From an optimization exercise on the open Yosys and OpenROAD flow, aimed at small area, a short achievable clock period and few clock cycles per item; shortcuts taken in it are not production practice. Only simulation tests tie the RTL to the original design; equivalence was not proved.

==> config.mk <==
export PLATFORM = sky130hd
export DESIGN_NAME = yuvToRgbTop
export DESIGN_NICKNAME = yuvToRgbTop
export VERILOG_FILES = /design/flow/design.v
export SDC_FILE = /design/flow/constraint.sdc
export NUM_CORES = 4
export LEC_CHECK = 0
export CAP_MARGIN = 20
export CORE_MARGIN = 2
export CORE_UTILIZATION = 60
export SETUP_SLACK_MARGIN = 5
export SLEW_MARGIN = 20
export TNS_END_PERCENT = 20
==> constraint.sdc <==
create_clock -name core_clock -period 11.0 [get_ports {Clock_50_I}]
set_input_delay 2.2000 -clock core_clock [delete_from_list [all_inputs] [get_ports {Clock_50_I}]]
set_output_delay 2.2000 -clock core_clock [all_outputs]
set_load 0.01 [all_outputs]
==> design.v <==
`default_nettype none
package yuvRgbPkg;
  typedef logic [7:0] sample_t;
  typedef logic [8:0] lineLen_t;
  typedef logic [7:0] pairIdx_t;
  typedef logic signed [31:0] acc_t;
  typedef struct packed {
    sample_t yEven;
    sample_t yOdd;
    sample_t u;
    sample_t v;
  } yuvPair_t;
  typedef struct packed {
    sample_t       yEven;
    sample_t       yOdd;
    sample_t [5:0] uTap;
    sample_t [5:0] vTap;
    logic          lastInLine;
  } chromaWin_t;
  typedef struct packed {
    sample_t yEven;
    sample_t yOdd;
    sample_t uEven;
    sample_t vEven;
    sample_t uOdd;
    sample_t vOdd;
    logic    lastInLine;
  } yuv444Pair_t;
  typedef struct packed {
    sample_t rEven;
    sample_t gEven;
    sample_t bEven;
    sample_t rOdd;
    sample_t gOdd;
    sample_t bOdd;
    logic    lastInLine;
  } rgbPair_t;
endpackage
`default_nettype wire
`timescale 1ns/1ps
`default_nettype none
module lineConfig (
  input  wire                       Clock_50_I,
  input  wire                       Resetn,
  input  wire                       cfgWrite,
  input  wire yuvRgbPkg::lineLen_t  cfgData,
  input  wire                       lineBoundary,
  output yuvRgbPkg::lineLen_t       lineLength,
  output logic                      cfgError
);
  yuvRgbPkg::lineLen_t pendLen;
  logic pendValid;
  logic inRange;
  assign inRange = (cfgData >= 4) && (cfgData <= 256);
  always_ff @(posedge Clock_50_I or negedge Resetn) begin
    if (!Resetn) begin
      lineLength <= yuvRgbPkg::lineLen_t'(160);
      pendValid  <= 1'b0;
      cfgError   <= 1'b0;
    end else begin
      if (lineBoundary && pendValid) begin
        lineLength <= pendLen;
        pendValid  <= 1'b0;
      end
      if (cfgWrite) begin
        if (inRange) begin
          pendValid <= 1'b1;
        end else begin
          cfgError <= 1'b1;
        end
      end
    end
  end
  always_ff @(posedge Clock_50_I) begin
    if (cfgWrite && inRange) begin
      pendLen <= cfgData;
    end
  end
endmodule
`default_nettype wire
`timescale 1ns/1ps
`default_nettype none
`default_nettype wire
`timescale 1ns/1ps
`default_nettype none
module chromaPart (
  input  wire [7:0]  t0, t1, t2, t3, t4,
  output wire [17:0] pa, pb
);
  wire [8:0] b = {1'b0, t1} + {1'b0, t4};
  wire [8:0] c = {1'b0, t2} + {1'b0, t3};
  firPart u_part (.t0(t0), .b(b), .c(c), .sa(pa), .sb(pb));
endmodule
module chromaInterp (
  input  wire [17:0] pa, pb,
  input  wire [7:0]  t5,
  output wire [7:0]  odd
);
  wire [9:0] hi;
  firSum u_sum (.pa(pa), .pb(pb), .t5(t5), .s(hi));
  assign odd = hi[9] ? 8'h00 : (hi[8] ? 8'hff : hi[7:0]);
endmodule
module pixelSplit (
  input  wire [22:0] yp,
  input  wire [7:0]  u, v,
  output wire [9:0]  hr, hg,
  output wire [10:0] hb,
  output wire        cr, cg, cb
);
  cscSumR u_r (.yp(yp), .v(v), .hi0(hr), .c(cr));
  cscSumG u_g (.yp(yp), .u(u), .v(v), .hi0(hg), .c(cg));
  cscSumB u_b (.yp(yp), .u(u), .hi0(hb), .c(cb));
endmodule
module pixelClip (
  input  wire [9:0]  hr, hg,
  input  wire [10:0] hb,
  input  wire        cr, cg, cb,
  output wire [23:0] rgb
);
  wire [9:0]  r = hr + {9'd0, cr};
  wire [9:0]  g = hg + {9'd0, cg};
  wire [10:0] b = hb + {10'd0, cb};
  assign rgb[23:16] = r[9]  ? 8'h00 : (r[8]      ? 8'hff : r[7:0]);
  assign rgb[15:8]  = g[9]  ? 8'h00 : (g[8]      ? 8'hff : g[7:0]);
  assign rgb[7:0]   = b[10] ? 8'h00 : ((|b[9:8]) ? 8'hff : b[7:0]);
endmodule
`default_nettype wire
`timescale 1ns/1ps
`default_nettype none
module lumaSum (input wire [7:0] y, output wire [22:0] s);
  wire n1 = ~y[0];
  wire n3 = ~y[1];
  wire n5 = ~y[2];
  wire n7 = ~y[0];
  wire n9 = ~(y[1] ^ y[3]);
  wire n10 = y[1] | y[3];
  wire n11 = ~(y[2] ^ y[4]);
  wire n12 = y[2] | y[4];
  wire n13 = n1 ^ y[3] ^ y[5];
  wire n14 = (n1 & y[3]) | (n1 & y[5]) | (y[3] & y[5]);
  wire n15 = y[0] ^ n3 ^ y[4];
  wire n16 = (y[0] & n3) | (y[0] & y[4]) | (n3 & y[4]);
  wire n17 = y[1] ^ n5 ^ y[5];
  wire n18 = (y[1] & n5) | (y[1] & y[5]) | (n5 & y[5]);
  wire n19 = ~(y[2] ^ y[3]);
  wire n20 = y[2] | y[3];
  wire n21 = ~y[4];
  wire n23 = ~y[0];
  wire n25 = ~(y[1] ^ y[3]);
  wire n26 = y[1] | y[3];
  wire n27 = n7 ^ y[2] ^ y[4];
  wire n28 = (n7 & y[2]) | (n7 & y[4]) | (y[2] & y[4]);
  wire n29 = y[0] ^ n9 ^ y[5];
  wire n30 = (y[0] & n9) | (y[0] & y[5]) | (n9 & y[5]);
  wire n31 = n10 ^ n11 ^ y[6];
  wire n32 = (n10 & n11) | (n10 & y[6]) | (n11 & y[6]);
  wire n33 = n12 ^ n13 ^ y[7];
  wire n34 = (n12 & n13) | (n12 & y[7]) | (n13 & y[7]);
  wire n35 = n14 ^ n15 ^ y[6];
  wire n36 = (n14 & n15) | (n14 & y[6]) | (n15 & y[6]);
  wire n37 = n16 ^ n17 ^ y[7];
  wire n38 = (n16 & n17) | (n16 & y[7]) | (n17 & y[7]);
  wire n39 = n18 ^ n19 ^ y[6];
  wire n40 = (n18 & n19) | (n18 & y[6]) | (n19 & y[6]);
  wire n41 = n20 ^ n21 ^ y[7];
  wire n42 = (n20 & n21) | (n20 & y[7]) | (n21 & y[7]);
  wire n43 = ~(y[4] ^ y[5]);
  wire n44 = y[4] | y[5];
  wire n45 = ~y[6];
  wire n47 = ~y[7];
  wire [22:0] ra = {1'b1, n47, n45, n43, n41, n39, n37, n35, n33, n31, n29, n27, n25, y[2], y[1], ~y[7], ~y[6], ~y[5], ~y[4], ~y[3], ~y[2], ~y[1], ~y[0]};
  wire [22:0] rb = {y[7], y[6], n44, n42, n40, n38, n36, n34, n32, n30, n28, n26, y[0], n23, 1'b1, y[0], 1'b0, 1'b0, 1'b0, 1'b0, 1'b0, 1'b0, 1'b1};
  wire [22:0] tot = ra + rb;
  assign s = tot[22:0];
endmodule
module cscSumR (input wire [22:0] yp, input wire [7:0] v, output wire [9:0] hi0, output wire c);
  wire n1 = ~v[2];
  wire n3 = ~(v[0] ^ v[3]);
  wire n4 = v[0] | v[3];
  wire n5 = v[5] ^ ~v[7];
  wire n6 = v[5] & ~v[7];
  wire n7 = ~(v[1] ^ v[4]);
  wire n8 = v[1] | v[4];
  wire n9 = v[6] ^ yp[6];
  wire n10 = v[6] & yp[6];
  wire n11 = v[2] ^ v[5] ^ v[7];
  wire n12 = (v[2] & v[5]) | (v[2] & v[7]) | (v[5] & v[7]);
  wire n13 = ~v[3];
  wire n15 = ~(~v[0] ^ v[4]);
  wire n16 = ~v[0] | v[4];
  wire n17 = ~~v[1];
  wire n19 = v[0] ^ ~v[2];
  wire n20 = v[0] & ~v[2];
  wire n21 = v[1] ^ ~v[3];
  wire n22 = v[1] & ~v[3];
  wire n23 = ~(~v[0] ^ v[2]);
  wire n24 = ~v[0] | v[2];
  wire n25 = ~(~v[1] ^ v[3]);
  wire n26 = ~v[1] | v[3];
  wire n27 = v[0] ^ ~v[2] ^ v[4];
  wire n28 = (v[0] & ~v[2]) | (v[0] & v[4]) | (~v[2] & v[4]);
  wire n29 = v[1] ^ ~v[3] ^ v[5];
  wire n30 = (v[1] & ~v[3]) | (v[1] & v[5]) | (~v[3] & v[5]);
  wire n31 = ~(v[2] ^ ~v[4]);
  wire n32 = v[2] | ~v[4];
  wire n33 = ~(v[3] ^ ~v[5]);
  wire n34 = v[3] | ~v[5];
  wire n35 = v[0] ^ v[2];
  wire n36 = v[0] & v[2];
  wire n37 = v[1] ^ v[3] ^ ~v[5];
  wire n38 = (v[1] & v[3]) | (v[1] & ~v[5]) | (v[3] & ~v[5]);
  wire n39 = n1 ^ v[4] ^ ~v[6];
  wire n40 = (n1 & v[4]) | (n1 & ~v[6]) | (v[4] & ~v[6]);
  wire n41 = v[2] ^ n5 ^ n3;
  wire n42 = (v[2] & n5) | (v[2] & n3) | (n5 & n3);
  wire n43 = n6 ^ n4 ^ n9;
  wire n44 = (n6 & n4) | (n6 & n9) | (n4 & n9);
  wire n45 = n10 ^ n8 ^ n11;
  wire n46 = (n10 & n8) | (n10 & n11) | (n8 & n11);
  wire n47 = n12 ^ n13 ^ v[6];
  wire n48 = (n12 & n13) | (n12 & v[6]) | (n13 & v[6]);
  wire n49 = v[3] ^ n15 ^ v[7];
  wire n50 = (v[3] & n15) | (v[3] & v[7]) | (n15 & v[7]);
  wire n51 = n16 ^ n17 ^ v[5];
  wire n52 = (n16 & n17) | (n16 & v[5]) | (n17 & v[5]);
  wire n53 = ~v[1] ^ n19 ^ v[6];
  wire n54 = (~v[1] & n19) | (~v[1] & v[6]) | (n19 & v[6]);
  wire n55 = n20 ^ n21 ^ v[7];
  wire n56 = (n20 & n21) | (n20 & v[7]) | (n21 & v[7]);
  wire n57 = n22 ^ n23 ^ ~v[4];
  wire n58 = (n22 & n23) | (n22 & ~v[4]) | (n23 & ~v[4]);
  wire n59 = n24 ^ n25 ^ ~v[5];
  wire n60 = (n24 & n25) | (n24 & ~v[5]) | (n25 & ~v[5]);
  wire n61 = n26 ^ n27 ^ ~v[6];
  wire n62 = (n26 & n27) | (n26 & ~v[6]) | (n27 & ~v[6]);
  wire n63 = n28 ^ n29 ^ ~v[7];
  wire n64 = (n28 & n29) | (n28 & ~v[7]) | (n29 & ~v[7]);
  wire n65 = n30 ^ n31 ^ v[6];
  wire n66 = (n30 & n31) | (n30 & v[6]) | (n31 & v[6]);
  wire n67 = n32 ^ n33 ^ v[7];
  wire n68 = (n32 & n33) | (n32 & v[7]) | (n33 & v[7]);
  wire n69 = n34 ^ v[4] ^ ~v[6];
  wire n70 = (n34 & v[4]) | (n34 & ~v[6]) | (v[4] & ~v[6]);
  wire n71 = v[5] ^ ~v[7];
  wire n72 = v[5] & ~v[7];
  wire n73 = ~v[6];
  wire n75 = v[0] ^ ~v[2];
  wire n76 = v[0] & ~v[2];
  wire n77 = v[1] ^ ~v[3] ^ yp[1];
  wire n78 = (v[1] & ~v[3]) | (v[1] & yp[1]) | (~v[3] & yp[1]);
  wire n79 = n35 ^ ~v[4] ^ yp[2];
  wire n80 = (n35 & ~v[4]) | (n35 & yp[2]) | (~v[4] & yp[2]);
  wire n81 = n36 ^ n37 ^ yp[3];
  wire n82 = (n36 & n37) | (n36 & yp[3]) | (n37 & yp[3]);
  wire n83 = n38 ^ n39 ^ yp[4];
  wire n84 = (n38 & n39) | (n38 & yp[4]) | (n39 & yp[4]);
  wire n85 = n40 ^ n41 ^ yp[5];
  wire n86 = (n40 & n41) | (n40 & yp[5]) | (n41 & yp[5]);
  wire n87 = n42 ^ n43 ^ n7;
  wire n88 = (n42 & n43) | (n42 & n7) | (n43 & n7);
  wire n89 = n44 ^ n45 ^ yp[7];
  wire n90 = (n44 & n45) | (n44 & yp[7]) | (n45 & yp[7]);
  wire n91 = n46 ^ n47 ^ yp[8];
  wire n92 = (n46 & n47) | (n46 & yp[8]) | (n47 & yp[8]);
  wire n93 = n48 ^ n49 ^ yp[9];
  wire n94 = (n48 & n49) | (n48 & yp[9]) | (n49 & yp[9]);
  wire n95 = n50 ^ n51 ^ yp[10];
  wire n96 = (n50 & n51) | (n50 & yp[10]) | (n51 & yp[10]);
  wire n97 = n52 ^ n53 ^ yp[11];
  wire n98 = (n52 & n53) | (n52 & yp[11]) | (n53 & yp[11]);
  wire n99 = n54 ^ n55 ^ yp[12];
  wire n100 = (n54 & n55) | (n54 & yp[12]) | (n55 & yp[12]);
  wire n101 = n56 ^ n57 ^ yp[13];
  wire n102 = (n56 & n57) | (n56 & yp[13]) | (n57 & yp[13]);
  wire n103 = n58 ^ n59 ^ yp[14];
  wire n104 = (n58 & n59) | (n58 & yp[14]) | (n59 & yp[14]);
  wire n105 = n60 ^ n61 ^ yp[15];
  wire n106 = (n60 & n61) | (n60 & yp[15]) | (n61 & yp[15]);
  wire n107 = n62 ^ n63 ^ yp[16];
  wire n108 = (n62 & n63) | (n62 & yp[16]) | (n63 & yp[16]);
  wire n109 = n64 ^ n65 ^ yp[17];
  wire n110 = (n64 & n65) | (n64 & yp[17]) | (n65 & yp[17]);
  wire n111 = n66 ^ n67 ^ yp[18];
  wire n112 = (n66 & n67) | (n66 & yp[18]) | (n67 & yp[18]);
  wire n113 = n68 ^ n69 ^ yp[19];
  wire n114 = (n68 & n69) | (n68 & yp[19]) | (n69 & yp[19]);
  wire n115 = n70 ^ n71 ^ yp[20];
  wire n116 = (n70 & n71) | (n70 & yp[20]) | (n71 & yp[20]);
  wire n117 = n72 ^ n73 ^ yp[21];
  wire n118 = (n72 & n73) | (n72 & yp[21]) | (n73 & yp[21]);
  wire n119 = v[6] ^ v[7] ^ yp[22];
  wire n120 = (v[6] & v[7]) | (v[6] & yp[22]) | (v[7] & yp[22]);
  wire [25:0] ra = {1'b1, n119, n117, n115, n113, n111, n109, n107, n105, n103, n101, n99, n97, n95, n93, n91, n89, n87, n85, n83, n81, n79, n77, yp[0], ~v[1], ~v[0]};
  wire [25:0] rb = {n120, n118, n116, n114, n112, n110, n108, n106, n104, n102, n100, n98, n96, n94, n92, n90, n88, n86, n84, n82, n80, n78, n76, n75, 1'b0, 1'b1};
  wire [16:0] low = {1'b0, ra[15:0]} + {1'b0, rb[15:0]};
  assign c = low[16];
  assign hi0 = ra[25:16] + rb[25:16];
endmodule
module cscSumG (input wire [22:0] yp, input wire [7:0] u, input wire [7:0] v, output wire [9:0] hi0, output wire c);
  wire n1 = ~v[1];
  wire n3 = ~v[0] ^ v[2] ^ ~v[4];
  wire n4 = (~v[0] & v[2]) | (~v[0] & ~v[4]) | (v[2] & ~v[4]);
  wire n5 = ~v[1] ^ v[3] ^ ~v[5];
  wire n6 = (~v[1] & v[3]) | (~v[1] & ~v[5]) | (v[3] & ~v[5]);
  wire n7 = ~(~v[2] ^ v[4]);
  wire n8 = ~v[2] | v[4];
  wire n9 = ~v[3] ^ v[5];
  wire n10 = ~v[3] & v[5];
  wire n11 = ~~v[4];
  wire n13 = ~v[0] ^ ~v[5];
  wire n14 = ~v[0] & ~v[5];
  wire n15 = ~v[1] ^ ~v[6] ^ ~u[1];
  wire n16 = (~v[1] & ~v[6]) | (~v[1] & ~u[1]) | (~v[6] & ~u[1]);
  wire n17 = ~v[2] ^ ~v[7] ^ ~u[2];
  wire n18 = (~v[2] & ~v[7]) | (~v[2] & ~u[2]) | (~v[7] & ~u[2]);
  wire n19 = ~v[3] ^ ~u[3];
  wire n20 = ~v[3] & ~u[3];
  wire n21 = ~v[4] ^ ~u[4];
  wire n22 = ~v[4] & ~u[4];
  wire n23 = ~v[5] ^ ~u[0] ^ ~u[5];
  wire n24 = (~v[5] & ~u[0]) | (~v[5] & ~u[5]) | (~u[0] & ~u[5]);
  wire n25 = ~v[6] ^ ~u[1];
  wire n26 = ~v[6] & ~u[1];
  wire n27 = ~(~v[0] ^ ~v[7]);
  wire n28 = ~v[0] | ~v[7];
  wire n29 = ~u[2] ^ ~u[7];
  wire n30 = ~u[2] & ~u[7];
  wire n31 = ~v[1] ^ u[0] ^ ~u[3];
  wire n32 = (~v[1] & u[0]) | (~v[1] & ~u[3]) | (u[0] & ~u[3]);
  wire n33 = ~(v[0] ^ ~v[2]);
  wire n34 = v[0] | ~v[2];
  wire n35 = u[1] ^ ~u[4];
  wire n36 = u[1] & ~u[4];
  wire n37 = n1 ^ ~v[3] ^ ~u[0];
  wire n38 = (n1 & ~v[3]) | (n1 & ~u[0]) | (~v[3] & ~u[0]);
  wire n39 = u[2] ^ ~u[5] ^ yp[13];
  wire n40 = (u[2] & ~u[5]) | (u[2] & yp[13]) | (~u[5] & yp[13]);
  wire n41 = v[1] ^ n3 ^ ~u[1];
  wire n42 = (v[1] & n3) | (v[1] & ~u[1]) | (n3 & ~u[1]);
  wire n43 = u[3] ^ ~u[6] ^ yp[14];
  wire n44 = (u[3] & ~u[6]) | (u[3] & yp[14]) | (~u[6] & yp[14]);
  wire n45 = n4 ^ n5 ^ ~u[2];
  wire n46 = (n4 & n5) | (n4 & ~u[2]) | (n5 & ~u[2]);
  wire n47 = u[4] ^ ~u[7] ^ yp[15];
  wire n48 = (u[4] & ~u[7]) | (u[4] & yp[15]) | (~u[7] & yp[15]);
  wire n49 = n6 ^ n7 ^ ~v[6];
  wire n50 = (n6 & n7) | (n6 & ~v[6]) | (n7 & ~v[6]);
  wire n51 = ~u[3] ^ u[5] ^ yp[16];
  wire n52 = (~u[3] & u[5]) | (~u[3] & yp[16]) | (u[5] & yp[16]);
  wire n53 = n8 ^ n9 ^ ~v[7];
  wire n54 = (n8 & n9) | (n8 & ~v[7]) | (n9 & ~v[7]);
  wire n55 = ~u[4] ^ u[6] ^ yp[17];
  wire n56 = (~u[4] & u[6]) | (~u[4] & yp[17]) | (u[6] & yp[17]);
  wire n57 = n10 ^ n11 ^ v[6];
  wire n58 = (n10 & n11) | (n10 & v[6]) | (n11 & v[6]);
  wire n59 = ~u[5] ^ u[7] ^ yp[18];
  wire n60 = (~u[5] & u[7]) | (~u[5] & yp[18]) | (u[7] & yp[18]);
  wire n61 = ~(~v[4] ^ ~v[5]);
  wire n62 = ~v[4] | ~v[5];
  wire n63 = v[7] ^ ~u[6] ^ yp[19];
  wire n64 = (v[7] & ~u[6]) | (v[7] & yp[19]) | (~u[6] & yp[19]);
  wire n65 = ~(~v[6] ^ ~u[7]);
  wire n66 = ~v[6] | ~u[7];
  wire n67 = n13 ^ ~u[0];
  wire n68 = n13 & ~u[0];
  wire n69 = n14 ^ n15 ^ u[3];
  wire n70 = (n14 & n15) | (n14 & u[3]) | (n15 & u[3]);
  wire n71 = n16 ^ n17 ^ u[4];
  wire n72 = (n16 & n17) | (n16 & u[4]) | (n17 & u[4]);
  wire n73 = n18 ^ n19 ^ u[5];
  wire n74 = (n18 & n19) | (n18 & u[5]) | (n19 & u[5]);
  wire n75 = n20 ^ n21 ^ u[6];
  wire n76 = (n20 & n21) | (n20 & u[6]) | (n21 & u[6]);
  wire n77 = n22 ^ n23 ^ u[7];
  wire n78 = (n22 & n23) | (n22 & u[7]) | (n23 & u[7]);
  wire n79 = n24 ^ n25 ^ ~u[6];
  wire n80 = (n24 & n25) | (n24 & ~u[6]) | (n25 & ~u[6]);
  wire n81 = n26 ^ n29 ^ n27;
  wire n82 = (n26 & n29) | (n26 & n27) | (n29 & n27);
  wire n83 = n30 ^ n28 ^ n31;
  wire n84 = (n30 & n28) | (n30 & n31) | (n28 & n31);
  wire n85 = n32 ^ n35 ^ n33;
  wire n86 = (n32 & n35) | (n32 & n33) | (n35 & n33);
  wire n87 = n36 ^ n34 ^ n39;
  wire n88 = (n36 & n34) | (n36 & n39) | (n34 & n39);
  wire n89 = n40 ^ n38 ^ n43;
  wire n90 = (n40 & n38) | (n40 & n43) | (n38 & n43);
  wire n91 = n44 ^ n42 ^ n47;
  wire n92 = (n44 & n42) | (n44 & n47) | (n42 & n47);
  wire n93 = n48 ^ n46 ^ n51;
  wire n94 = (n48 & n46) | (n48 & n51) | (n46 & n51);
  wire n95 = n52 ^ n50 ^ n55;
  wire n96 = (n52 & n50) | (n52 & n55) | (n50 & n55);
  wire n97 = n56 ^ n54 ^ n59;
  wire n98 = (n56 & n54) | (n56 & n59) | (n54 & n59);
  wire n99 = n60 ^ n58 ^ n63;
  wire n100 = (n60 & n58) | (n60 & n63) | (n58 & n63);
  wire n101 = n64 ^ n62 ^ n65;
  wire n102 = (n64 & n62) | (n64 & n65) | (n62 & n65);
  wire n103 = ~(n66 ^ ~v[7]);
  wire n104 = n66 | ~v[7];
  wire n105 = ~v[3] ^ u[0];
  wire n106 = ~v[3] & u[0];
  wire n107 = ~v[4] ^ u[1] ^ yp[2];
  wire n108 = (~v[4] & u[1]) | (~v[4] & yp[2]) | (u[1] & yp[2]);
  wire n109 = n67 ^ u[2] ^ yp[3];
  wire n110 = (n67 & u[2]) | (n67 & yp[3]) | (u[2] & yp[3]);
  wire n111 = n68 ^ n69 ^ yp[4];
  wire n112 = (n68 & n69) | (n68 & yp[4]) | (n69 & yp[4]);
  wire n113 = n70 ^ n71 ^ yp[5];
  wire n114 = (n70 & n71) | (n70 & yp[5]) | (n71 & yp[5]);
  wire n115 = n72 ^ n73 ^ yp[6];
  wire n116 = (n72 & n73) | (n72 & yp[6]) | (n73 & yp[6]);
  wire n117 = n74 ^ n75 ^ yp[7];
  wire n118 = (n74 & n75) | (n74 & yp[7]) | (n75 & yp[7]);
  wire n119 = n76 ^ n77 ^ yp[8];
  wire n120 = (n76 & n77) | (n76 & yp[8]) | (n77 & yp[8]);
  wire n121 = n78 ^ n79 ^ yp[9];
  wire n122 = (n78 & n79) | (n78 & yp[9]) | (n79 & yp[9]);
  wire n123 = n80 ^ n81 ^ yp[10];
  wire n124 = (n80 & n81) | (n80 & yp[10]) | (n81 & yp[10]);
  wire n125 = n82 ^ n83 ^ yp[11];
  wire n126 = (n82 & n83) | (n82 & yp[11]) | (n83 & yp[11]);
  wire n127 = n84 ^ n85 ^ yp[12];
  wire n128 = (n84 & n85) | (n84 & yp[12]) | (n85 & yp[12]);
  wire n129 = n86 ^ n87 ^ n37;
  wire n130 = (n86 & n87) | (n86 & n37) | (n87 & n37);
  wire n131 = n88 ^ n89 ^ n41;
  wire n132 = (n88 & n89) | (n88 & n41) | (n89 & n41);
  wire n133 = n90 ^ n91 ^ n45;
  wire n134 = (n90 & n91) | (n90 & n45) | (n91 & n45);
  wire n135 = n92 ^ n93 ^ n49;
  wire n136 = (n92 & n93) | (n92 & n49) | (n93 & n49);
  wire n137 = n94 ^ n95 ^ n53;
  wire n138 = (n94 & n95) | (n94 & n53) | (n95 & n53);
  wire n139 = n96 ^ n97 ^ n57;
  wire n140 = (n96 & n97) | (n96 & n57) | (n97 & n57);
  wire n141 = n98 ^ n99 ^ n61;
  wire n142 = (n98 & n99) | (n98 & n61) | (n99 & n61);
  wire n143 = n100 ^ n101 ^ yp[20];
  wire n144 = (n100 & n101) | (n100 & yp[20]) | (n101 & yp[20]);
  wire n145 = n102 ^ n103 ^ yp[21];
  wire n146 = (n102 & n103) | (n102 & yp[21]) | (n103 & yp[21]);
  wire n147 = n104 ^ yp[22];
  wire n148 = n104 & yp[22];
  wire [25:0] ra = {1'b1, n147, n145, n143, n141, n139, n137, n135, n133, n131, n129, n127, n125, n123, n121, n119, n117, n115, n113, n111, n109, n107, yp[1], yp[0], ~v[1], ~v[0]};
  wire [25:0] rb = {n148, n146, n144, n142, n140, n138, n136, n134, n132, n130, n128, n126, n124, n122, n120, n118, n116, n114, n112, n110, n108, n106, n105, ~v[2], 1'b0, 1'b1};
  wire [16:0] low = {1'b0, ra[15:0]} + {1'b0, rb[15:0]};
  assign c = low[16];
  assign hi0 = ra[25:16] + rb[25:16];
endmodule
module cscSumB (input wire [22:0] yp, input wire [7:0] u, output wire [10:0] hi0, output wire c);
  wire n1 = ~u[1];
  wire n3 = ~(u[0] ^ u[2]);
  wire n4 = u[0] | u[2];
  wire n5 = ~u[5] ^ ~u[7];
  wire n6 = ~u[5] & ~u[7];
  wire n7 = ~(u[1] ^ u[3]);
  wire n8 = u[1] | u[3];
  wire n9 = ~u[6] ^ yp[6];
  wire n10 = ~u[6] & yp[6];
  wire n11 = u[2] ^ u[4] ^ ~u[7];
  wire n12 = (u[2] & u[4]) | (u[2] & ~u[7]) | (u[4] & ~u[7]);
  wire n13 = ~(u[0] ^ u[3]);
  wire n14 = u[0] | u[3];
  wire n15 = ~(u[1] ^ u[4]);
  wire n16 = u[1] | u[4];
  wire n17 = u[2] ^ u[5];
  wire n18 = u[2] & u[5];
  wire n19 = ~~u[0];
  wire n21 = ~u[1] ^ ~u[3];
  wire n22 = ~u[1] & ~u[3];
  wire n23 = ~u[2] ^ ~u[4];
  wire n24 = ~u[2] & ~u[4];
  wire n25 = u[0] ^ ~u[3] ^ ~u[5];
  wire n26 = (u[0] & ~u[3]) | (u[0] & ~u[5]) | (~u[3] & ~u[5]);
  wire n27 = n1 ^ ~u[4] ^ ~u[6];
  wire n28 = (n1 & ~u[4]) | (n1 & ~u[6]) | (~u[4] & ~u[6]);
  wire n29 = u[1] ^ n5 ^ n3;
  wire n30 = (u[1] & n5) | (u[1] & n3) | (n5 & n3);
  wire n31 = n6 ^ n4 ^ n9;
  wire n32 = (n6 & n4) | (n6 & n9) | (n4 & n9);
  wire n33 = n10 ^ n8 ^ n11;
  wire n34 = (n10 & n8) | (n10 & n11) | (n8 & n11);
  wire n35 = n12 ^ n13 ^ u[5];
  wire n36 = (n12 & n13) | (n12 & u[5]) | (n13 & u[5]);
  wire n37 = n14 ^ n15 ^ u[6];
  wire n38 = (n14 & n15) | (n14 & u[6]) | (n15 & u[6]);
  wire n39 = n16 ^ n17 ^ u[7];
  wire n40 = (n16 & n17) | (n16 & u[7]) | (n17 & u[7]);
  wire n41 = n18 ^ u[3] ^ u[6];
  wire n42 = (n18 & u[3]) | (n18 & u[6]) | (u[3] & u[6]);
  wire n43 = u[4] ^ u[7];
  wire n44 = u[4] & u[7];
  wire n45 = ~u[0];
  wire n47 = n19 ^ ~u[2];
  wire n48 = n19 & ~u[2];
  wire n49 = ~u[0] ^ n21 ^ yp[1];
  wire n50 = (~u[0] & n21) | (~u[0] & yp[1]) | (n21 & yp[1]);
  wire n51 = n22 ^ n23 ^ yp[2];
  wire n52 = (n22 & n23) | (n22 & yp[2]) | (n23 & yp[2]);
  wire n53 = n24 ^ n25 ^ yp[3];
  wire n54 = (n24 & n25) | (n24 & yp[3]) | (n25 & yp[3]);
  wire n55 = n26 ^ n27 ^ yp[4];
  wire n56 = (n26 & n27) | (n26 & yp[4]) | (n27 & yp[4]);
  wire n57 = n28 ^ n29 ^ yp[5];
  wire n58 = (n28 & n29) | (n28 & yp[5]) | (n29 & yp[5]);
  wire n59 = n30 ^ n31 ^ n7;
  wire n60 = (n30 & n31) | (n30 & n7) | (n31 & n7);
  wire n61 = n32 ^ n33 ^ yp[7];
  wire n62 = (n32 & n33) | (n32 & yp[7]) | (n33 & yp[7]);
  wire n63 = n34 ^ n35 ^ yp[8];
  wire n64 = (n34 & n35) | (n34 & yp[8]) | (n35 & yp[8]);
  wire n65 = n36 ^ n37 ^ yp[9];
  wire n66 = (n36 & n37) | (n36 & yp[9]) | (n37 & yp[9]);
  wire n67 = n38 ^ n39 ^ yp[10];
  wire n68 = (n38 & n39) | (n38 & yp[10]) | (n39 & yp[10]);
  wire n69 = n40 ^ n41 ^ yp[11];
  wire n70 = (n40 & n41) | (n40 & yp[11]) | (n41 & yp[11]);
  wire n71 = n42 ^ n43 ^ yp[12];
  wire n72 = (n42 & n43) | (n42 & yp[12]) | (n43 & yp[12]);
  wire n73 = n44 ^ u[5] ^ yp[13];
  wire n74 = (n44 & u[5]) | (n44 & yp[13]) | (u[5] & yp[13]);
  wire n75 = ~(u[6] ^ yp[14]);
  wire n76 = u[6] | yp[14];
  wire n77 = n45 ^ u[7] ^ yp[15];
  wire n78 = (n45 & u[7]) | (n45 & yp[15]) | (u[7] & yp[15]);
  wire n79 = u[0] ^ u[1] ^ yp[16];
  wire n80 = (u[0] & u[1]) | (u[0] & yp[16]) | (u[1] & yp[16]);
  wire n81 = ~(u[2] ^ yp[17]);
  wire n82 = u[2] | yp[17];
  wire n83 = u[3] ^ yp[18];
  wire n84 = u[3] & yp[18];
  wire n85 = ~(u[4] ^ yp[19]);
  wire n86 = u[4] | yp[19];
  wire n87 = ~(u[5] ^ yp[20]);
  wire n88 = u[5] | yp[20];
  wire n89 = ~(u[6] ^ yp[21]);
  wire n90 = u[6] | yp[21];
  wire n91 = u[7] ^ yp[22];
  wire n92 = u[7] & yp[22];
  wire [26:0] ra = {1'b1, 1'b1, n91, n89, n87, n85, n83, n81, n79, n77, n75, n73, n71, n69, n67, n65, n63, n61, n59, n57, n55, n53, n51, n49, yp[0], ~u[1], ~u[0]};
  wire [26:0] rb = {1'b0, n92, n90, n88, n86, n84, n82, n80, n78, n76, n74, n72, n70, n68, n66, n64, n62, n60, n58, n56, n54, n52, n50, n48, n47, 1'b0, 1'b1};
  wire [16:0] low = {1'b0, ra[15:0]} + {1'b0, rb[15:0]};
  assign c = low[16];
  assign hi0 = ra[26:16] + rb[26:16];
endmodule
module firPart (input wire [7:0] t0, input wire [8:0] b, input wire [8:0] c, output wire [17:0] sa, output wire [17:0] sb);
  wire n1 = ~c[0];
  wire n3 = c[0] ^ ~c[5];
  wire n4 = c[0] & ~c[5];
  wire n5 = ~(c[1] ^ ~c[6]);
  wire n6 = c[1] | ~c[6];
  wire n7 = ~b[0] ^ b[2] ^ ~b[4];
  wire n8 = (~b[0] & b[2]) | (~b[0] & ~b[4]) | (b[2] & ~b[4]);
  wire n9 = n1 ^ c[2] ^ ~c[7];
  wire n10 = (n1 & c[2]) | (n1 & ~c[7]) | (c[2] & ~c[7]);
  wire n11 = ~b[1] ^ b[3] ^ ~b[5];
  wire n12 = (~b[1] & b[3]) | (~b[1] & ~b[5]) | (b[3] & ~b[5]);
  wire n13 = t0[3] ^ t0[5];
  wire n14 = t0[3] & t0[5];
  wire n15 = c[0] ^ c[1] ^ c[3];
  wire n16 = (c[0] & c[1]) | (c[0] & c[3]) | (c[1] & c[3]);
  wire n17 = ~c[8] ^ ~b[2] ^ b[4];
  wire n18 = (~c[8] & ~b[2]) | (~c[8] & b[4]) | (~b[2] & b[4]);
  wire n19 = ~b[6] ^ t0[4] ^ t0[6];
  wire n20 = (~b[6] & t0[4]) | (~b[6] & t0[6]) | (t0[4] & t0[6]);
  wire n21 = ~(c[2] ^ c[4]);
  wire n22 = c[2] | c[4];
  wire n23 = ~b[3] ^ b[5] ^ ~b[7];
  wire n24 = (~b[3] & b[5]) | (~b[3] & ~b[7]) | (b[5] & ~b[7]);
  wire n25 = t0[5] ^ t0[7];
  wire n26 = t0[5] & t0[7];
  wire n27 = ~(c[3] ^ c[5]);
  wire n28 = c[3] | c[5];
  wire n29 = ~b[4] ^ b[6] ^ ~b[8];
  wire n30 = (~b[4] & b[6]) | (~b[4] & ~b[8]) | (b[6] & ~b[8]);
  wire n31 = c[4] ^ c[6];
  wire n32 = c[4] & c[6];
  wire n33 = ~~c[2];
  wire n35 = ~c[3] ^ ~b[1];
  wire n36 = ~c[3] & ~b[1];
  wire n37 = ~c[4] ^ b[0] ^ ~b[2];
  wire n38 = (~c[4] & b[0]) | (~c[4] & ~b[2]) | (b[0] & ~b[2]);
  wire n39 = t0[0] ^ t0[2];
  wire n40 = t0[0] & t0[2];
  wire n41 = n3 ^ b[1] ^ ~b[3];
  wire n42 = (n3 & b[1]) | (n3 & ~b[3]) | (b[1] & ~b[3]);
  wire n43 = t0[1] ^ t0[3] ^ t0[5];
  wire n44 = (t0[1] & t0[3]) | (t0[1] & t0[5]) | (t0[3] & t0[5]);
  wire n45 = n4 ^ n7 ^ n5;
  wire n46 = (n4 & n7) | (n4 & n5) | (n7 & n5);
  wire n47 = t0[2] ^ t0[4] ^ t0[6];
  wire n48 = (t0[2] & t0[4]) | (t0[2] & t0[6]) | (t0[4] & t0[6]);
  wire n49 = n8 ^ n6 ^ n13;
  wire n50 = (n8 & n6) | (n8 & n13) | (n6 & n13);
  wire n51 = n11 ^ n9 ^ t0[7];
  wire n52 = (n11 & n9) | (n11 & t0[7]) | (n9 & t0[7]);
  wire n53 = n14 ^ n12 ^ n10;
  wire n54 = (n14 & n12) | (n14 & n10) | (n12 & n10);
  wire n55 = n19 ^ n17 ^ n15;
  wire n56 = (n19 & n17) | (n19 & n15) | (n17 & n15);
  wire n57 = n20 ^ n18 ^ n16;
  wire n58 = (n20 & n18) | (n20 & n16) | (n18 & n16);
  wire n59 = n25 ^ n23 ^ n21;
  wire n60 = (n25 & n23) | (n25 & n21) | (n23 & n21);
  wire n61 = n26 ^ n24 ^ n22;
  wire n62 = (n26 & n24) | (n26 & n22) | (n24 & n22);
  wire n63 = n29 ^ n27 ^ t0[6];
  wire n64 = (n29 & n27) | (n29 & t0[6]) | (n27 & t0[6]);
  wire n65 = n30 ^ n28 ^ n31;
  wire n66 = (n30 & n28) | (n30 & n31) | (n28 & n31);
  wire n67 = ~b[5] ^ b[7] ^ t0[7];
  wire n68 = (~b[5] & b[7]) | (~b[5] & t0[7]) | (b[7] & t0[7]);
  wire n69 = ~(n32 ^ c[5]);
  wire n70 = n32 | c[5];
  wire n71 = c[7] ^ ~b[6] ^ b[8];
  wire n72 = (c[7] & ~b[6]) | (c[7] & b[8]) | (~b[6] & b[8]);
  wire n73 = ~(c[6] ^ c[8]);
  wire n74 = c[6] | c[8];
  wire n75 = n33 ^ ~b[0];
  wire n76 = n33 & ~b[0];
  wire n77 = ~c[2] ^ n35 ^ t0[1];
  wire n78 = (~c[2] & n35) | (~c[2] & t0[1]) | (n35 & t0[1]);
  wire n79 = n36 ^ n39 ^ n37;
  wire n80 = (n36 & n39) | (n36 & n37) | (n39 & n37);
  wire n81 = n40 ^ n38 ^ n43;
  wire n82 = (n40 & n38) | (n40 & n43) | (n38 & n43);
  wire n83 = n44 ^ n42 ^ n47;
  wire n84 = (n44 & n42) | (n44 & n47) | (n42 & n47);
  wire n85 = n48 ^ n46 ^ n51;
  wire n86 = (n48 & n46) | (n48 & n51) | (n46 & n51);
  wire n87 = n52 ^ n50 ^ n55;
  wire n88 = (n52 & n50) | (n52 & n55) | (n50 & n55);
  wire n89 = n56 ^ n54 ^ n59;
  wire n90 = (n56 & n54) | (n56 & n59) | (n54 & n59);
  wire n91 = n60 ^ n58 ^ n63;
  wire n92 = (n60 & n58) | (n60 & n63) | (n58 & n63);
  wire n93 = n64 ^ n62 ^ n67;
  wire n94 = (n64 & n62) | (n64 & n67) | (n62 & n67);
  wire n95 = n68 ^ n66 ^ n71;
  wire n96 = (n68 & n66) | (n68 & n71) | (n66 & n71);
  wire n97 = n72 ^ n70 ^ n73;
  wire n98 = (n72 & n70) | (n72 & n73) | (n70 & n73);
  wire n99 = ~(n74 ^ c[7]);
  wire n100 = n74 | c[7];
  wire n101 = ~~c[0];
  wire n103 = ~c[1] ^ t0[1];
  wire n104 = ~c[1] & t0[1];
  wire n105 = n75 ^ t0[0] ^ t0[2];
  wire n106 = (n75 & t0[0]) | (n75 & t0[2]) | (t0[0] & t0[2]);
  wire n107 = n76 ^ n77 ^ t0[3];
  wire n108 = (n76 & n77) | (n76 & t0[3]) | (n77 & t0[3]);
  wire n109 = n78 ^ n79 ^ t0[4];
  wire n110 = (n78 & n79) | (n78 & t0[4]) | (n79 & t0[4]);
  wire n111 = n80 ^ n81 ^ n41;
  wire n112 = (n80 & n81) | (n80 & n41) | (n81 & n41);
  wire n113 = n82 ^ n83 ^ n45;
  wire n114 = (n82 & n83) | (n82 & n45) | (n83 & n45);
  wire n115 = n84 ^ n85 ^ n49;
  wire n116 = (n84 & n85) | (n84 & n49) | (n85 & n49);
  wire n117 = n86 ^ n87 ^ n53;
  wire n118 = (n86 & n87) | (n86 & n53) | (n87 & n53);
  wire n119 = n88 ^ n89 ^ n57;
  wire n120 = (n88 & n89) | (n88 & n57) | (n89 & n57);
  wire n121 = n90 ^ n91 ^ n61;
  wire n122 = (n90 & n91) | (n90 & n61) | (n91 & n61);
  wire n123 = n92 ^ n93 ^ n65;
  wire n124 = (n92 & n93) | (n92 & n65) | (n93 & n65);
  wire n125 = n94 ^ n95 ^ n69;
  wire n126 = (n94 & n95) | (n94 & n69) | (n95 & n69);
  wire n127 = n96 ^ n97 ^ ~b[7];
  wire n128 = (n96 & n97) | (n96 & ~b[7]) | (n97 & ~b[7]);
  wire n129 = n98 ^ n99 ^ ~b[8];
  wire n130 = (n98 & n99) | (n98 & ~b[8]) | (n99 & ~b[8]);
  wire n131 = n100 ^ c[8];
  wire n132 = n100 & c[8];
  wire [17:0] ra = {1'b1, 1'b1, n131, n129, n127, n125, n123, n121, n119, n117, n115, n113, n111, n109, n107, n105, n103, t0[0]};
  wire [17:0] rb = {1'b0, n132, n130, n128, n126, n124, n122, n120, n118, n116, n114, n112, n110, n108, n106, n104, ~c[0], n101};
  assign sa = ra;
  assign sb = rb;
endmodule
module firSum (input wire [17:0] pa, input wire [17:0] pb, input wire [7:0] t5, output wire [9:0] s);
  wire n1 = t5[0] ^ t5[2];
  wire n2 = t5[0] & t5[2];
  wire n3 = t5[1] ^ t5[3] ^ t5[5];
  wire n4 = (t5[1] & t5[3]) | (t5[1] & t5[5]) | (t5[3] & t5[5]);
  wire n5 = t5[2] ^ t5[4] ^ t5[6];
  wire n6 = (t5[2] & t5[4]) | (t5[2] & t5[6]) | (t5[4] & t5[6]);
  wire n7 = t5[3] ^ t5[5] ^ t5[7];
  wire n8 = (t5[3] & t5[5]) | (t5[3] & t5[7]) | (t5[5] & t5[7]);
  wire n9 = t5[4] ^ t5[6];
  wire n10 = t5[4] & t5[6];
  wire n11 = t5[5] ^ t5[7];
  wire n12 = t5[5] & t5[7];
  wire n13 = t5[0] ^ t5[2];
  wire n14 = t5[0] & t5[2];
  wire n15 = t5[1] ^ t5[3] ^ pb[3];
  wire n16 = (t5[1] & t5[3]) | (t5[1] & pb[3]) | (t5[3] & pb[3]);
  wire n17 = n1 ^ t5[4] ^ pb[4];
  wire n18 = (n1 & t5[4]) | (n1 & pb[4]) | (t5[4] & pb[4]);
  wire n19 = n2 ^ n3 ^ pb[5];
  wire n20 = (n2 & n3) | (n2 & pb[5]) | (n3 & pb[5]);
  wire n21 = n4 ^ n5 ^ pb[6];
  wire n22 = (n4 & n5) | (n4 & pb[6]) | (n5 & pb[6]);
  wire n23 = n6 ^ n7 ^ pb[7];
  wire n24 = (n6 & n7) | (n6 & pb[7]) | (n7 & pb[7]);
  wire n25 = n8 ^ n9 ^ pb[8];
  wire n26 = (n8 & n9) | (n8 & pb[8]) | (n9 & pb[8]);
  wire n27 = n10 ^ n11 ^ pb[9];
  wire n28 = (n10 & n11) | (n10 & pb[9]) | (n11 & pb[9]);
  wire n29 = n12 ^ t5[6] ^ pb[10];
  wire n30 = (n12 & t5[6]) | (n12 & pb[10]) | (t5[6] & pb[10]);
  wire n31 = t5[7] ^ pb[11];
  wire n32 = t5[7] & pb[11];
  wire n33 = t5[0] ^ pb[0];
  wire n34 = t5[0] & pb[0];
  wire n35 = t5[1] ^ pb[1] ^ pa[1];
  wire n36 = (t5[1] & pb[1]) | (t5[1] & pa[1]) | (pb[1] & pa[1]);
  wire n37 = n13 ^ pb[2] ^ pa[2];
  wire n38 = (n13 & pb[2]) | (n13 & pa[2]) | (pb[2] & pa[2]);
  wire n39 = n14 ^ n15 ^ pa[3];
  wire n40 = (n14 & n15) | (n14 & pa[3]) | (n15 & pa[3]);
  wire n41 = n16 ^ n17 ^ pa[4];
  wire n42 = (n16 & n17) | (n16 & pa[4]) | (n17 & pa[4]);
  wire n43 = n18 ^ n19 ^ pa[5];
  wire n44 = (n18 & n19) | (n18 & pa[5]) | (n19 & pa[5]);
  wire n45 = n20 ^ n21 ^ pa[6];
  wire n46 = (n20 & n21) | (n20 & pa[6]) | (n21 & pa[6]);
  wire n47 = n22 ^ n23 ^ pa[7];
  wire n48 = (n22 & n23) | (n22 & pa[7]) | (n23 & pa[7]);
  wire n49 = n24 ^ n25 ^ pa[8];
  wire n50 = (n24 & n25) | (n24 & pa[8]) | (n25 & pa[8]);
  wire n51 = n26 ^ n27 ^ pa[9];
  wire n52 = (n26 & n27) | (n26 & pa[9]) | (n27 & pa[9]);
  wire n53 = n28 ^ n29 ^ pa[10];
  wire n54 = (n28 & n29) | (n28 & pa[10]) | (n29 & pa[10]);
  wire n55 = n30 ^ n31 ^ pa[11];
  wire n56 = (n30 & n31) | (n30 & pa[11]) | (n31 & pa[11]);
  wire n57 = n32 ^ pb[12] ^ pa[12];
  wire n58 = (n32 & pb[12]) | (n32 & pa[12]) | (pb[12] & pa[12]);
  wire n59 = pb[13] ^ pa[13];
  wire n60 = pb[13] & pa[13];
  wire n61 = pb[14] ^ pa[14];
  wire n62 = pb[14] & pa[14];
  wire n63 = pb[15] ^ pa[15];
  wire n64 = pb[15] & pa[15];
  wire n65 = pb[16] ^ pa[16];
  wire n66 = pb[16] & pa[16];
  wire n67 = pb[17] ^ pa[17];
  wire n68 = pb[17] & pa[17];
  wire [17:0] ra = {n67, n65, n63, n61, n59, n57, n55, n53, n51, n49, n47, n45, n43, n41, n39, n37, n35, pa[0]};
  wire [17:0] rb = {n66, n64, n62, n60, n58, n56, n54, n52, n50, n48, n46, n44, n42, n40, n38, n36, n34, n33};
  wire [17:0] tot = ra + rb;
  assign s = tot[17:8];
endmodule
`default_nettype wire
`timescale 1ns/1ps
`default_nettype none
module yuvToRgbTop (
  input  wire                       Clock_50_I,
  input  wire                       Resetn,
  input  wire [31:0]                inPair,
  input  wire                       inValid,
  input  wire                       rgbReady,
  input  wire                       cfgWrite,
  input  wire [8:0]                 cfgData,
  output logic                      inReady,
  output logic [48:0]               rgbPair,
  output logic                      rgbValid,
  output logic [8:0]                lineLength,
  output logic                      cfgError
);
  logic       inRdy;        
  logic       en;           
  logic [7:0] pairCnt;      
  logic [1:0] flushCnt;     
  logic       accept;
  logic       isLast;
  logic       isFirst;
  logic       lineBoundary;
  logic       flushStep;
  assign accept       = inValid && inRdy;
  assign isLast       = ({1'b0, pairCnt} == lineLength - 9'd1);
  assign isFirst      = (pairCnt == 8'd0);
  assign lineBoundary = accept ? isLast : isFirst;
  assign flushStep    = en && (flushCnt != 2'd0);
  assign inReady      = inRdy;
  lineConfig u_lineConfig (
    .Clock_50_I   (Clock_50_I),
    .Resetn       (Resetn),
    .cfgWrite     (cfgWrite),
    .cfgData      (cfgData),
    .lineBoundary (lineBoundary),
    .lineLength   (lineLength),
    .cfgError     (cfgError)
  );
  logic        outValid;
  logic        skidValid;
  logic        outFree;
  logic        push;
  logic [48:0] result;
  logic [48:0] skid;
  logic        resValid;
  logic        skidNext;
  logic [1:0]  flushNext;
  assign outFree  = !outValid || rgbReady;
  assign push     = en && resValid;
  assign skidNext = skidValid ? !outFree : (push && !outFree);
  always_comb begin
    flushNext = flushCnt;
    if (accept && isLast) flushNext = 2'd3;
    else if (flushStep)   flushNext = flushCnt - 2'd1;
  end
  always_ff @(posedge Clock_50_I or negedge Resetn) begin
    if (!Resetn) begin
      inRdy     <= 1'b0;
      en        <= 1'b0;
      pairCnt   <= '0;
      flushCnt  <= '0;
      outValid  <= 1'b0;
      skidValid <= 1'b0;
    end else begin
      if (accept) pairCnt <= isLast ? 8'd0 : pairCnt + 8'd1;
      flushCnt  <= flushNext;
      en        <= !skidNext;
      inRdy     <= !skidNext && (flushNext == 2'd0);
      skidValid <= skidNext;
      if (outFree) outValid <= skidValid || push;
    end
  end
  always_ff @(posedge Clock_50_I) begin
    if (!skidValid) skid <= result;
    if (outFree) rgbPair <= skidValid ? skid : result;
  end
  assign rgbValid = outValid;
  logic [7:0]  yE [0:3];
  logic [7:0]  yO [0:3];
  logic [7:0]  uT [1:5];
  logic [7:0]  vT [1:5];
  logic [17:0] uPa, uPb;
  logic [17:0] vPa, vPb;
  logic [17:0] uPaNext, uPbNext;
  logic [17:0] vPaNext, vPbNext;
  logic        winValid;
  logic        winLast;
  logic        shift;
  assign shift = accept || flushStep;
  chromaPart u_partU (.t0(uT[1]), .t1(uT[2]), .t2(uT[3]), .t3(uT[4]), .t4(uT[5]), .pa(uPaNext), .pb(uPbNext));
  chromaPart u_partV (.t0(vT[1]), .t1(vT[2]), .t2(vT[3]), .t3(vT[4]), .t4(vT[5]), .pa(vPaNext), .pb(vPbNext));
  always_ff @(posedge Clock_50_I) begin
    if (accept) begin
      yE[3] <= inPair[31:24];
      yO[3] <= inPair[23:16];
      uT[5] <= inPair[15:8];
      vT[5] <= inPair[7:0];
    end
    if (shift) begin
      for (int i = 0; i < 3; i++) begin
        yE[i] <= yE[i+1];
        yO[i] <= yO[i+1];
      end
      for (int i = 1; i < 3; i++) begin
        uT[i] <= uT[i+1];
        vT[i] <= vT[i+1];
      end
      uT[3] <= (accept && isFirst) ? inPair[15:8] : uT[4];
      uT[4] <= (accept && isFirst) ? inPair[15:8] : uT[5];
      vT[3] <= (accept && isFirst) ? inPair[7:0]  : vT[4];
      vT[4] <= (accept && isFirst) ? inPair[7:0]  : vT[5];
      uPa <= uPaNext;
      uPb <= uPbNext;
      vPa <= vPaNext;
      vPb <= vPbNext;
    end
  end
  always_ff @(posedge Clock_50_I or negedge Resetn) begin
    if (!Resetn) begin
      winValid <= 1'b0;
    end else if (en) begin
      winValid <= (accept && (pairCnt >= 8'd3)) || flushStep;
    end
  end
  always_ff @(posedge Clock_50_I) begin
    if (en) winLast <= flushStep && (flushCnt == 2'd1);
  end
  logic [7:0]  uOdd;
  logic [7:0]  vOdd;
  logic [22:0] ypEven;
  logic [22:0] ypOdd;
  chromaInterp u_firU (.pa(uPa), .pb(uPb), .t5(uT[5]), .odd(uOdd));
  chromaInterp u_firV (.pa(vPa), .pb(vPb), .t5(vT[5]), .odd(vOdd));
  lumaSum u_lumaE (.y(yE[0]), .s(ypEven));
  lumaSum u_lumaO (.y(yO[0]), .s(ypOdd));
  logic        p1Valid;
  logic [22:0] p1YpE;
  logic [22:0] p1YpO;
  logic [7:0]  p1UE;
  logic [7:0]  p1VE;
  logic [7:0]  p1UO;
  logic [7:0]  p1VO;
  logic        p1Last;
  always_ff @(posedge Clock_50_I or negedge Resetn) begin
    if (!Resetn) p1Valid <= 1'b0;
    else if (en) p1Valid <= winValid;
  end
  always_ff @(posedge Clock_50_I) begin
    if (en) begin
      p1YpE  <= ypEven;
      p1YpO  <= ypOdd;
      p1UE   <= uT[2];
      p1VE   <= vT[2];
      p1UO   <= uOdd;
      p1VO   <= vOdd;
      p1Last <= winLast;
    end
  end
  logic [9:0]  hrE, hgE, hrO, hgO;
  logic [10:0] hbE, hbO;
  logic        crE, cgE, cbE, crO, cgO, cbO;
  pixelSplit u_sumE (.yp(p1YpE), .u(p1UE), .v(p1VE), .hr(hrE), .hg(hgE), .hb(hbE), .cr(crE), .cg(cgE), .cb(cbE));
  pixelSplit u_sumO (.yp(p1YpO), .u(p1UO), .v(p1VO), .hr(hrO), .hg(hgO), .hb(hbO), .cr(crO), .cg(cgO), .cb(cbO));
  logic        p2Valid;
  logic [9:0]  p2HrE, p2HgE, p2HrO, p2HgO;
  logic [10:0] p2HbE, p2HbO;
  logic        p2CrE, p2CgE, p2CbE, p2CrO, p2CgO, p2CbO;
  logic        p2Last;
  always_ff @(posedge Clock_50_I or negedge Resetn) begin
    if (!Resetn) p2Valid <= 1'b0;
    else if (en) p2Valid <= p1Valid;
  end
  always_ff @(posedge Clock_50_I) begin
    if (en) begin
      p2HrE <= hrE; p2HgE <= hgE; p2HbE <= hbE;
      p2CrE <= crE; p2CgE <= cgE; p2CbE <= cbE;
      p2HrO <= hrO; p2HgO <= hgO; p2HbO <= hbO;
      p2CrO <= crO; p2CgO <= cgO; p2CbO <= cbO;
      p2Last <= p1Last;
    end
  end
  logic [23:0] rgbEven;
  logic [23:0] rgbOdd;
  pixelClip u_clipE (.hr(p2HrE), .hg(p2HgE), .hb(p2HbE), .cr(p2CrE), .cg(p2CgE), .cb(p2CbE), .rgb(rgbEven));
  pixelClip u_clipO (.hr(p2HrO), .hg(p2HgO), .hb(p2HbO), .cr(p2CrO), .cg(p2CgO), .cb(p2CbO), .rgb(rgbOdd));
  assign result   = {rgbEven, rgbOdd, p2Last};
  assign resValid = p2Valid;
endmodule
`default_nettype wire
==> flow/run.sh <==
#!/bin/bash
set -euo pipefail
bash ./standard.sh SETUP_SLACK_MARGIN=6.9 MATCH_CELL_FOOTPRINT=0 finish > standard_flow.log 2>&1
==> standard.sh <==
#!/bin/bash
# synth_recipe.tcl (not shown) runs the flow's synth.tcl, then flattens the netlist and writes it again
# the make line also repeats each setting of config.mk as NAME=value (left out here)
make -C /OpenROAD-flow-scripts/flow DESIGN_CONFIG=/design/flow/config.mk WORK_HOME=/design/flow/orfs CLKGATE_MAP_FILE= SYNTH_SCRIPT=/design/flow/synth_recipe.tcl "${@:-finish}"
==> results of run 1 <==
## repair_timing
| action | 4_1_cts | 5_1_grt |
|---|---|---|
| gates resized for setup | 107 | 112 |
| cloned | 1 | 0 |
| setup endpoints to repair | 270 | 168 |
| pin swaps | 40 | 83 |
| buffers inserted | 83 | 58 |
| endpoints found under the hold margin | 0 | 0 |
## metrics by stage
step / utilization, % / hold WS (ps) / setup slack (ps) / cells
after floorplan: - / 400 / 6480 / 3132
after global placement: 63.8 / 402 / 6000 / 4020
after detailed placement: 63.8 / 405 / 5840 / 4020
after CTS: 68.3 / 418 / 6730 / 4203
after global routing: 69.7 / 425 / 6700 / 4261
final: 69.7 / 414 / 6780 / 4261
## state kept, by name, summed over array words and instances, names as in the netlist, 17 cells and up
signal   count
uT          40
vT          40
p1YpO       23
p1YpE       23
vPb         17
rgbPair     49
uPb         17
yO          32
yE          32
skid        49
## per-layer routing
| layer | vias to the layer above | wire length (um) |
|---|---|---|
| li1 | 10900 | - |
| met1 | 11300 | 34400 |
| met2 | 456 | 39300 |
| met3 | 117 | 3430 |
| met4 | 2 | 2040 |
| met5 | - | 13 |
## cell type report
class | count | area (um2) | share of cell area, %
Sequential cell | 494 | 14200 | 33.2
Timing Repair Buffer | 254 | 2210 | 5.16
Tap cell | 790 | 988 | 2.31
Clock inverter | 34 | 315 | 0.736
Multi-Input combinational cell | 1937 | 21000 | 49.1
Clock buffer | 65 | 1460 | 3.42
Timing Repair inverter | 1 | 5.00 | 0.0117
Inverter | 686 | 2620 | 6.12
## how the worst min path moves through the flow
stage	from	slack, ps	endpoint	depth (start not counted)
finish	yO[3][0]	410	yO[2][0]	0
floorplan	winLast	400	p1Last	0
detailed placement	yE[1][2]	400	yE[0][2]	0
global placement	yE[1][7]	400	yE[0][7]	0
global route	yE[3][4]	420	yE[2][4]	0
CTS	yO[3][0]	420	yO[2][0]	0
## cells by family after synthesis
kind of cell,share of synthesized area (%)
compound gates,7.15
xor+xnor,4.60
fa+ha+maj,35.9
buf+inv,7.13
flops,38.2
mux,0.643
simple gates,6.38
## worst reg2reg max path, delay by kind of cell, from the launching register on
| kind | cells | cell delay (ps) |
|---|---|---|
| flip-flops | 1 | 400 |
| AO/OA/AOI/OAI | 4 | 810 |
| buffers and inverters | 3 | 270 |
| adder cells (fa/ha/maj) | 5 | 2150 |
| XOR/XNOR | 1 | 230 |
| AND/OR/NAND/NOR | 1 | 70 |
## cells in the mapped netlist, drive strengths merged, types with 4 or more instances
| cell | instances |
|---|---|
| o311ai | 4 |
| mux2i | 7 |
| a21boi | 7 |
| xnor2 | 122 |
| a211oi | 7 |
| mux2 | 12 |
| o21a | 20 |
| a21o | 76 |
| inv | 684 |
| or2 | 7 |
| fa | 410 |
| nand3 | 37 |
| o31ai | 8 |
| nor3 | 27 |
| dfxtp | 49 |
| or3 | 11 |
| nor2 | 99 |
| a31oi | 10 |
| maj3 | 4 |
| a221oi | 5 |
| o21ai | 98 |
| nor4 | 5 |
| nand4 | 23 |
| nor2b | 24 |
| edfxtp | 417 |
| clkbuf | 13 |
| dfrtp | 26 |
| ha | 405 |
| nand2 | 174 |
| nand3b | 5 |
| or4 | 5 |
| and3 | 34 |
| a21oi | 121 |
| xor2 | 68 |
| nor4b | 6 |
| a22o | 16 |
| o21bai | 14 |
| nand2b | 21 |
==> metrics.yaml, run 1 <==
ys_types: 73
yosys_warnings: 10
numClockSinks: 494
final.min_clock_period_ps: 4220
grt_use_total_pct: 25.5
critPathTopFamily: "adder cells"
timing.critical_path.to: "uPa[7]"
via_per_inst: 5.36
grt_max_degree: 179
antenna_found_initial: 2
drt-total-wl_um: 79200
tns_ps: 0
r2r_cells: 14
core_area_um2: 61500
cp.required_ps: 11340
synth_cells: 3132
synthArstFlopShare_pct: 5.67
fin_area_um2: 42800
die_y_um: 253
initial_core_util_pct: 60.4
synth.top_cell.area_share_pct: 33.7
crit_buf_inv: 3
setup_violations: 0
cpPeakStageDelay_ps: 490
yosys.area.top_type: "edfxtp_1"
cts_max_path_buffers: 3
cts_buffers: 53
drc: 0
r2r_start: "uT[3][1]"
detail-route-antenna-nets: 0
fillers: 4459
wl_per_cell_um: 18.6
tightestPinTransition_ps: 1050
synth_edf_count: 417
die_x_um: 253
seq_area_frac_synth_pct: 38.2
min_path_type: "register to register"
synth_flop_cell: "edfxtp_1"
arrival_ps: 4560
clk_latency_ps: 610
rsz0062_at_grt: "true"
hold_viol: 0
antenna_cells: 0
nets: 4288
syn-num-nets: 3993
dr.pass1.iters: 5
path_clk_slew_ps: 60
rr_endpoint: "uPa[7]"
postCtsHoldBufs: 0
drv_cap: 0
htree_num_levels: 2
slowest_stage: "fa_1"
dpl-instance-area_um2: 39200
grt_pass1_vias: 24000
cts_tree: "done"
status: "complete, no violations"
gp_congestion: 0.922
worstSetupEndpointType: "register"
dp_hpwl_um: 61200
finClkSkew_ps: 21.3
fmax_ghz: 0.237
crit_cells: 14
ys_ff_latch: 494
synth_area_um2: 37100
clockRootBuffer: "clkbuf_16"
pin_count: 107
grt_util_met3_pct: 3.09
start_kind: "register"
busiest_layer: "met2"
syn_avg_cell_area_um2: 11.9
initialDrtViolationCount: 1172
port_buffers: 106
areaGrowthSynthToFinish_pct: 15.3
grt_first_pass_wirelength_um: 127000
crit_fanout: 2
met1_usage_pct: 34.6
mostFrequentLayoutCell: "inv_1"
final_layout_size_suffix_gt1_share_pct: 12.6
most-common-layout-cells: "inv_1, edfxtp_1, ha_1"
crit_path_cell_trace: "ha_1 -> a21o_1 -> a21oi_2 -> nor2b_1 -> o21a_1 -> o41ai_2 -> xnor2_1 -> inv_1 -> fa_1 -> fa_1 -> inv_1 -> fa_1 -> inv_1 -> fa_2"
crit_path_start: "uT[3][1]"
rows: 91
grt-ovfl-total: 0
synthTopCellsByArea: "edfxtp_1, fa_1, ha_1"
grt_use_met2_pct: 44.1
num_vias: 22800
slew_viol_final: 0
dieArea_um2: 63900
critical_path_class: "register to register"
reg2reg_slack_ps: 6780
fin_crit_sh_pct: 38.3
relSlewSlack_pct: 30.1
Testbench counts, summed over its fixed seeds: cycles 4,100, items 3,972.
==> run 2: changes to the inputs <==
--- a/config.mk
+++ b/config.mk
@@ -10,4 +10,3 @@
 export CORE_UTILIZATION = 60
 export SETUP_SLACK_MARGIN = 5
 export SLEW_MARGIN = 20
-export TNS_END_PERCENT = 20
==> metrics.yaml, run 2 <==
ys_types: 73  # unchanged
slew_viol_final: 0  # unchanged
arrival_ps: 4470  # -90 ps
grt-ovfl-total: 0  # unchanged
clockRootBuffer: "clkbuf_16"
final.min_clock_period_ps: 4120  # -96.7 ps
antenna_cells: 0  # unchanged
final_layout_size_suffix_gt1_share_pct: 12.1  # -0.50 points
rsz0062_at_grt: "true"
synth_flop_cell: "edfxtp_1"
cts_tree: "done"
nets: 4292  # +0.093%
grt_pass1_vias: 25000  # +4.1%
synth_most_common_cell: "inv_1"
htree_num_levels: 2  # unchanged
synthTopCellsByArea: "edfxtp_1, fa_1, ha_1"
areaGrowthSynthToFinish_pct: 15.0
ys_ff_latch: 494  # unchanged
yosys_warnings: 10  # unchanged
seqCellArea_um2: 14200  # unchanged
mostFrequentLayoutCell: "inv_1"
fin_crit_sh_pct: 37.4  # -0.88 points
crit_fanout: 7  # +5
multiInputGateArea_um2: 20900  # -0.44%
numClockSinks: 494  # unchanged
drc: 0  # unchanged
dp_hpwl_um: 62900  # +2.8%
crit_path_cell_trace: "buf_6 -> buf_4 -> fa_2 -> fa_1 -> fa_1 -> ha_2 -> or4_4 -> nor3_4 -> o31ai_4 -> mux2i_1 -> a311oi_2 -> buf_4 -> a21oi_2"
grt_max_degree: 68  # -62%
status: "complete, no violations"
antenna_found_initial: 0  # -2
tns_ps: 0  # unchanged
cpPeakStageDelay_ps: 570  # +80 ps
die_y_um: 253  # unchanged
initialDrtViolationCount: 1192  # +1.7%
cts_buffers: 53  # unchanged
initial_core_util_pct: 60.4  # unchanged
r2r_start: "vT[5][3]"
core_area_um2: 61500  # unchanged
hold_start: "yE[3][5]"
dieArea_um2: 63900  # unchanged
tightestPinTransition_ps: 930  # -118 ps
grt_use_total_pct: 26.4  # +0.83 points
reg.largest.list: "rgbPair x49, skid x49"
most-common-layout-cells: "inv_1, edfxtp_1, ha_1"
fmax_ghz: 0.243  # +2.3%
r2r_cells: 13  # -1
syn_avg_cell_area_um2: 11.9  # unchanged
wl_per_cell_um: 19.2  # +3.3%
clk_latency_ps: 620  # about the same
cts_max_path_buffers: 3  # unchanged
finClkSkew_ps: 31.5  # +10.1 ps
drt-total-wl_um: 81900  # +3.4%
synth_area_um2: 37100  # unchanged
synthTopCellsByCount: "inv_1, edfxtp_1, fa_1"
relSlewSlack_pct: 37.5  # +7.4 points
critPathTopFamily: "adder cells"
start_kind: "register"
grt_first_pass_wirelength_um: 130000  # +2.5%
drv_cap: 0  # unchanged
yosys.area.top_type: "edfxtp_1"
num_vias: 23100  # +1.3%
worstSetupEndpointType: "register"
port_buffers: 106  # unchanged
slowest_stage: "fa_2"
rows: 91  # unchanged
synth.top_cell.area_share_pct: 33.7  # unchanged
dr.pass1.iters: 5  # unchanged
hold_depth: 0  # unchanged
holdPathEnd: "yE[2][5]"
setup_violations: 0  # unchanged
path_clk_slew_ps: 60  # about the same
seq_area_frac_synth_pct: 38.2  # unchanged
postCtsHoldBufs: 0  # unchanged
cp.required_ps: 11350  # about the same
synth_edf_count: 417  # unchanged
synthArstFlopShare_pct: 5.67  # unchanged
rr_endpoint: "p1VO[0]"
gp_congestion: 0.918  # -0.48%
fin_area_um2: 42700  # -0.29%
hold_viol: 0  # unchanged
pin_count: 107  # unchanged
dpl-instance-area_um2: 39300  # +0.11%
fillers: 4551  # +2.1%
synth_cells: 3132  # unchanged
crit_buf_inv: 3  # unchanged
min_path_type: "register to register"
die_x_um: 253  # unchanged
syn-num-nets: 3993  # unchanged
via_per_inst: 5.42  # +1.2%
critical_path_class: "register to register"
detail-route-antenna-nets: 0  # unchanged
reg2reg_slack_ps: 6880  # +100 ps
==> run 2: cell counts after synthesis <==
No cell type changed its count.
==> run 2: metrics by stage <==
stage          utilization (%)  setup slack [ps]  hold slack [ps]  instances
3_3_place_gp              63.9              5430              401       4022
4_1_cts                   68.5              6810              412       4226
6_report                  69.5              6880              407       4265
2_1_floorplan                -              6480              400       3132
5_1_grt                   69.5              6740              423       4265
3_5_place_dp              63.9              5360              405       4022
==> run 2: worst max path at each step <==
stage / startpoint / endpoint / slack, ps / depth (start not counted)
floorplan: inValid / uPa[0] / 6480 / 3
global placement: inValid / vPa[5] / 5430 / 6
detailed placement: inValid / vPb[6] / 5360 / 6
CTS: uT[4][1] / uPa[7] / 6810 / 14
global route: uT[5][1] / uPa[11] / 6740 / 17
finish: vT[5][3] / p1VO[0] / 6880 / 13
==> run 2: area by class of cell <==
class                   instances  share of cell area (%)
repair buffers                257                    5.24
flip-flops and latches        494                    33.3
well taps                     790                    2.31
multi-input cells            1939                    49.0
clock buffers                  74                    3.53
clock inverters                25                   0.513
inverters                     686                    6.13
==> run 2: what timing repair did <==
item                       4_1_cts  5_1_grt
gates cloned                     1        1
setup buffers                  104       38
pin swaps                       49       68
setup endpoints to repair      208      153
resized for setup              108       81
==> run 2: logic make-up after synthesis <==
kind of cell             after synthesis  share of synthesized area [%]
AO/OA/AOI/OAI                        418                           7.15
XOR/XNOR                             192                           4.60
adder cells (fa/ha/maj)              819                           35.9
buffers and inverters                701                           7.13
flip-flops                           494                           38.2
multiplexers                          19                          0.643
AND/OR/NAND/NOR                      489                           6.38
==> run 2: per-layer routing <==
metal	up-vias	wire (um)	track usage [%]
met4	0	3890	12.2
met2	439	42000	46.6
li1	11000	-	-
met5	-	0	0
met3	183	2880	2.95
met1	11600	33100	32.6
==> run 2: worst register-to-register path, stage by stage (launching register included) <==
cell	delay (ps)
edfxtp_1	410
buf_6	150
buf_4	140
fa_2	570
fa_1	440
fa_1	450
ha_2	220
or4_4	500
nor3_4	190
o31ai_4	90
mux2i_1	160
a311oi_2	260
buf_4	220
a21oi_2	70

-- re-timing with driven ports --
How much do the figures lean on ideal ports? The routed layouts below were timed once more, with nothing changed but the port constraints. Step 1, drivers: a clkbuf_16 drives Clock_50_I and a buf_2 each remaining input, both assumed. Step 2 moves the port delays by t, midway between the first and last clock arrival at a register: inputs arrive t later, outputs are due t later. That takes back most of the time a late clock gives input paths. a / b / c = ideal ports / drivers / drivers and shift; a / b = the first two.
run	t (ns)	setup slack, ns	hold WS [ns]	worst setup path at the end	clock arrival spread, ns
run 1	0.667	6.784 / 6.784 / 6.318	0.414 / 0.414 / 0.414	input to register	0.026 / 0.026
run 2	0.670	6.881 / 6.881 / 6.406	0.407 / 0.407 / 0.407	input to register	0.032 / 0.032
After both steps setup and hold are still met in every run listed. For run 2, which loses most, drivers alone change the setup slack by 0.000 ns; drivers and shift together by -0.475 ns.
